What follows belongs to an exercise in optimizing a design on an open flow for small area, a short achievable clock period and few clock cycles per item; a production flow would make more cautious choices.

==> run a <==
==> flow/design.v (excerpt) <==
module particle_update_step_unit (
  input  logic               clk,
  input  logic               rst_n,
  input  logic               in_valid,
  output logic               in_stall,
  input  logic signed [31:0] in_pos_x,
  input  logic signed [31:0] in_pos_y,
  input  logic signed [31:0] in_vel_x,
  input  logic signed [31:0] in_vel_y,
  input  logic signed [31:0] in_life_left,
  input  logic signed [31:0] in_gravity_amount,
  input  logic        [15:0] in_gravity_angle,
  input  logic               in_last_of_list,
  output logic               out_valid,
  input  logic               out_stall,
  output logic               out_keep,
  output logic        [12:0] out_slot,
  output logic signed [31:0] out_new_x,
  output logic signed [31:0] out_new_y,
  output logic signed [31:0] out_new_vel_x,
  output logic signed [31:0] out_new_vel_y,
  output logic signed [31:0] out_new_life,
  output logic               out_end_of_list
);
Settings: LEC_CHECK=0, CAP_MARGIN=20, CORE_MARGIN=2, CORE_UTILIZATION=40, SLEW_MARGIN=20, SYNTH_MEMORY_MAX_BITS=16384; clock period 16.0 ns.
standard.sh (not shown) runs the stock make flow with config.mk's settings and CLKGATE_MAP_FILE= SYNTH_SCRIPT=/design/flow/synth_recipe.tcl, a recipe that flattens the netlist after the stock synthesis.
==> flow/flow/run.sh <==
#!/bin/bash
# Standard ORFS layout (the standard.sh, unchanged synthesis and steps),
# with repair_timing aiming for setup slack of 9 ns at the design's
# period instead of 0, so that the layout's achieved period is pushed down.
set -euo pipefail
bash standard.sh SETUP_SLACK_MARGIN=9 finish > make_finish.log 2>&1
==> inputs of run b, as changes to run a <==
--- a/flow/design.v
+++ b/flow/design.v
@@ -156,74 +156,26 @@
   output logic signed [31:0] out_new_vel_x,
   output logic signed [31:0] out_new_vel_y,
   output logic signed [31:0] out_new_life,
   output logic               out_end_of_list
 );
-  function automatic logic [29:0] booth8_enc(input logic [16:0] m,
-                                             input logic        neg);
-    logic [19:0] mm;
-    logic [2:0]  t;
-    logic [23:0] sel;
-    logic [5:0]  ng;
-    mm = {2'b00, m, 1'b0};
-    for (int i = 0; i < 6; i++) begin
-      t = mm[3*i +: 3] ^ {3{mm[3*i+3]}};
-      sel[4*i]   = !t[2] && (t[1] ^ t[0]);
-      sel[4*i+1] = (!t[2] && t[1] && t[0]) || (t[2] && !t[1] && !t[0]);
-      sel[4*i+2] = t[2] && (t[1] ^ t[0]);
-      sel[4*i+3] = t[2] && t[1] && t[0];
-      ng[i] = mm[3*i+3] ^ neg;
-    end
-    booth8_enc = {ng, sel};
-  endfunction
-  function automatic logic [49:0] booth8_macc(input logic [31:0] a,
-                                              input logic [33:0] a3,
-                                              input logic [29:0] bd,
-                                              input logic [31:0] v,
-                                              input logic [15:0] c);
-    logic [34:0] m1, m2, m3, m4, b;
-    logic [49:0] acc, k;
-    m1  = {{3{a[31]}}, a};
-    m2  = {{2{a[31]}}, a, 1'b0};
-    m3  = {a3[33], a3};
-    m4  = {a[31], a, 2'b00};
-    acc = {~v[31], v[30:0], 16'd0} + 50'(c);
-    k   = 50'd1 << 47;
-    for (int i = 0; i < 6; i++) begin
-      b   = ({35{bd[4*i]}} & m1) | ({35{bd[4*i+1]}} & m2)
-          | ({35{bd[4*i+2]}} & m3) | ({35{bd[4*i+3]}} & m4);
-      b   = b ^ {35{bd[24+i]}};
-      acc = acc + (50'({~b[34], b[33:0]}) << (3*i)) + (50'(bd[24+i]) << (3*i));
-      k   = k + (50'd1 << (34 + 3*i));
-    end
-    booth8_macc = acc - k;
-  endfunction
-  logic        [7:0]  tab_f, tab_m;
+  logic        [7:0]  tab_m;
   logic               tab_sw;
   logic        [33:0] tab_q;
   logic        [16:0] cos_in, sin_in;
-  logic signed [33:0] amt3_in;
   always_comb begin
-    tab_f  = in_gravity_angle[13] ? ~in_gravity_angle[12:5] : in_gravity_angle[12:5];
-    tab_m[0] = tab_f[1] ^ tab_f[0];
-    tab_m[1] = tab_f[2] ^ (&tab_f[1:0]);
-    tab_m[2] = tab_f[3] ^ (&tab_f[2:0]);
-    tab_m[3] = tab_f[4] ^ (&tab_f[3:0]);
-    tab_m[4] = tab_f[5] ^ (&tab_f[4:0]);
-    tab_m[5] = tab_f[6] ^ (&tab_f[5:0]);
-    tab_m[6] = tab_f[7] ^ (&tab_f[6:0]);
-    tab_m[7] = &tab_f[7:0];
+    tab_m  = 8'(({1'b0, (in_gravity_angle[13] ? ~in_gravity_angle[12:5]
+                                               :  in_gravity_angle[12:5])} + 9'd1) >> 1);
     tab_sw = in_gravity_angle[13] ^ in_gravity_angle[14];
     tab_q  = pus_pkg::rom_pair(tab_m);
     sin_in = tab_sw ? tab_q[16:0]  : tab_q[33:17];
     cos_in = tab_sw ? tab_q[33:17] : tab_q[16:0];
-    amt3_in = 34'(in_gravity_amount) + (34'(in_gravity_amount) <<< 1);
   end
   logic               v1;
   logic signed [31:0] px1, py1, vx1, vy1, life1, amt1;
-  logic signed [33:0] amt31;
-  logic        [29:0] cbd1, sbd1;    
+  logic        [16:0] cmag1, smag1;
+  logic               cneg1, sneg1;
   logic               last1;
   logic               ov, sv;       
   logic               en_out;
   logic               move;         
   assign in_stall = v1 && sv;
@@ -242,32 +194,61 @@
       py1   <= in_pos_y;
       vx1   <= in_vel_x;
       vy1   <= in_vel_y;
       life1 <= in_life_left;
       amt1  <= in_gravity_amount;
-      amt31 <= amt3_in;
-      cbd1  <= booth8_enc(cos_in, in_gravity_angle[15] ^ in_gravity_angle[14]);
-      sbd1  <= booth8_enc(sin_in, !in_gravity_angle[15]);
+      cmag1 <= cos_in;
+      smag1 <= sin_in;
+      cneg1 <= in_gravity_angle[15] ^ in_gravity_angle[14];
+      sneg1 <= in_gravity_angle[15];
       last1 <= in_last_of_list;
     end
   end
+  function automatic logic [49:0] booth_macc(input logic [31:0] a,
+                                             input logic [16:0] m,
+                                             input logic        neg,
+                                             input logic [31:0] v,
+                                             input logic [15:0] c);
+    logic [19:0] mm;
+    logic [33:0] a1, a2, b;
+    logic        one, two, ng;
+    logic [49:0] acc, k;
+    mm  = {2'b00, m, 1'b0};
+    a1  = {{2{a[31]}}, a};
+    a2  = {a[31], a, 1'b0};
+    acc = {~v[31], v[30:0], 16'd0} + 50'(c);
+    k   = 50'd1 << 47;
+    for (int i = 0; i < 9; i++) begin
+      one = mm[2*i+1] ^ mm[2*i];
+      two = (mm[2*i+2] & ~mm[2*i+1] & ~mm[2*i]) | (~mm[2*i+2] & mm[2*i+1] & mm[2*i]);
+      ng  = mm[2*i+2] ^ neg;
+      b   = ({34{one}} & a1) | ({34{two}} & a2);
+      b   = b ^ {34{ng}};
+      acc = acc + (50'({~b[33], b[32:0]}) << (2*i)) + (50'(ng) << (2*i));
+      k   = k + (50'd1 << (33 + 2*i));
+    end
+    booth_macc = acc - k;
+  endfunction
   logic signed [32:0] life_d;
   logic signed [31:0] life_n;
   logic               keep;
   logic        [12:0] cnt;
+  logic               nx, ny;        
   logic signed [49:0] acc_x, acc_y;
   logic signed [33:0] rx, ry;
   logic signed [31:0] sx, sy;
   logic               r_keep, r_last;
   logic        [12:0] r_slot;
   logic signed [31:0] r_x, r_y, r_vx, r_vy, r_life;
   always_comb begin
     life_d = 33'(life1) - 33'sd65536;
     life_n = (life_d[32] != life_d[31]) ? 32'sh80000000 : life_d[31:0];
     keep   = (life1 > 32'sd65536);
-    acc_x = booth8_macc(amt1, amt31, cbd1, vx1, 16'd32768);
-    acc_y = booth8_macc(amt1, amt31, sbd1, vy1, 16'd32767);
+    nx = cneg1;
+    ny = !sneg1;
+    acc_x = booth_macc(amt1, cmag1, nx, vx1, 16'd32768);
+    acc_y = booth_macc(amt1, smag1, ny, vy1, 16'd32767);
     rx = acc_x[49:16];
     ry = acc_y[49:16];
     sx = (rx[33:31] == 3'b000 || rx[33:31] == 3'b111) ? rx[31:0]
        : (rx[33] ? 32'sh80000000 : 32'sh7FFFFFFF);
     sy = (ry[33:31] == 3'b000 || ry[33:31] == 3'b111) ? ry[31:0]
==> flow/flow/run.sh (replaced) <==
#!/bin/bash
# Standard ORFS layout (the standard.sh, unchanged synthesis and steps),
# with repair_timing aiming for setup slack of 11.5 ns at the design's
# period instead of 0, so that the layout's achieved period is pushed down.
set -euo pipefail
bash standard.sh SETUP_SLACK_MARGIN=11.5 finish > make_finish.log 2>&1
==> comparison <==
Of run a and run b, run a has the higher sequential share of layout area (gap 5.7 points). Utilization: run b is higher than run a (6.1 points). Against run a, the synthesized cell count of run b is larger by 2.8%. In run b the final cell count is larger than in run a, by about 9%. In run b the fmax is smaller than in run a, by 6.3%.
No functional check of the RTL was part of any run of this note.

[static timing again, ports no longer ideal]
In the flow no input, the clock included, has a driving cell. The finished layouts below were timed again as built, in two steps. Step 1, drivers: a clkbuf_16 drives clk and a buf_2 each remaining input, both assumed. Step 2 adds t to the input delays and takes it off the output delays; t is the mean of the earliest and latest rising clock arrival at the registers after step 1. Input paths then give back, and output paths get back, about the clock's delay inside the block. Slacks: no drivers / after step 1 / after step 2; pairs: no drivers / after step 1.
| run | t (ns) | setup WS [ns] | worst setup path after step 2 | latest minus earliest clock arrival (ns) | worst register clock-pin slew, ns |
|---|---|---|---|---|---|
| run a | 0.740 | 9.040 / 9.089 / 8.349 | input to register | 0.055 / 0.054 | 0.07 / 0.07 |
| run b | 0.758 | 8.568 / 8.568 / 8.568 | register to register | 0.033 / 0.033 | 0.07 / 0.07 |
After both steps every run listed still meets setup and hold. For run a, which loses most, drivers alone change the setup slack by +0.049 ns; drivers and shift together by -0.691 ns.
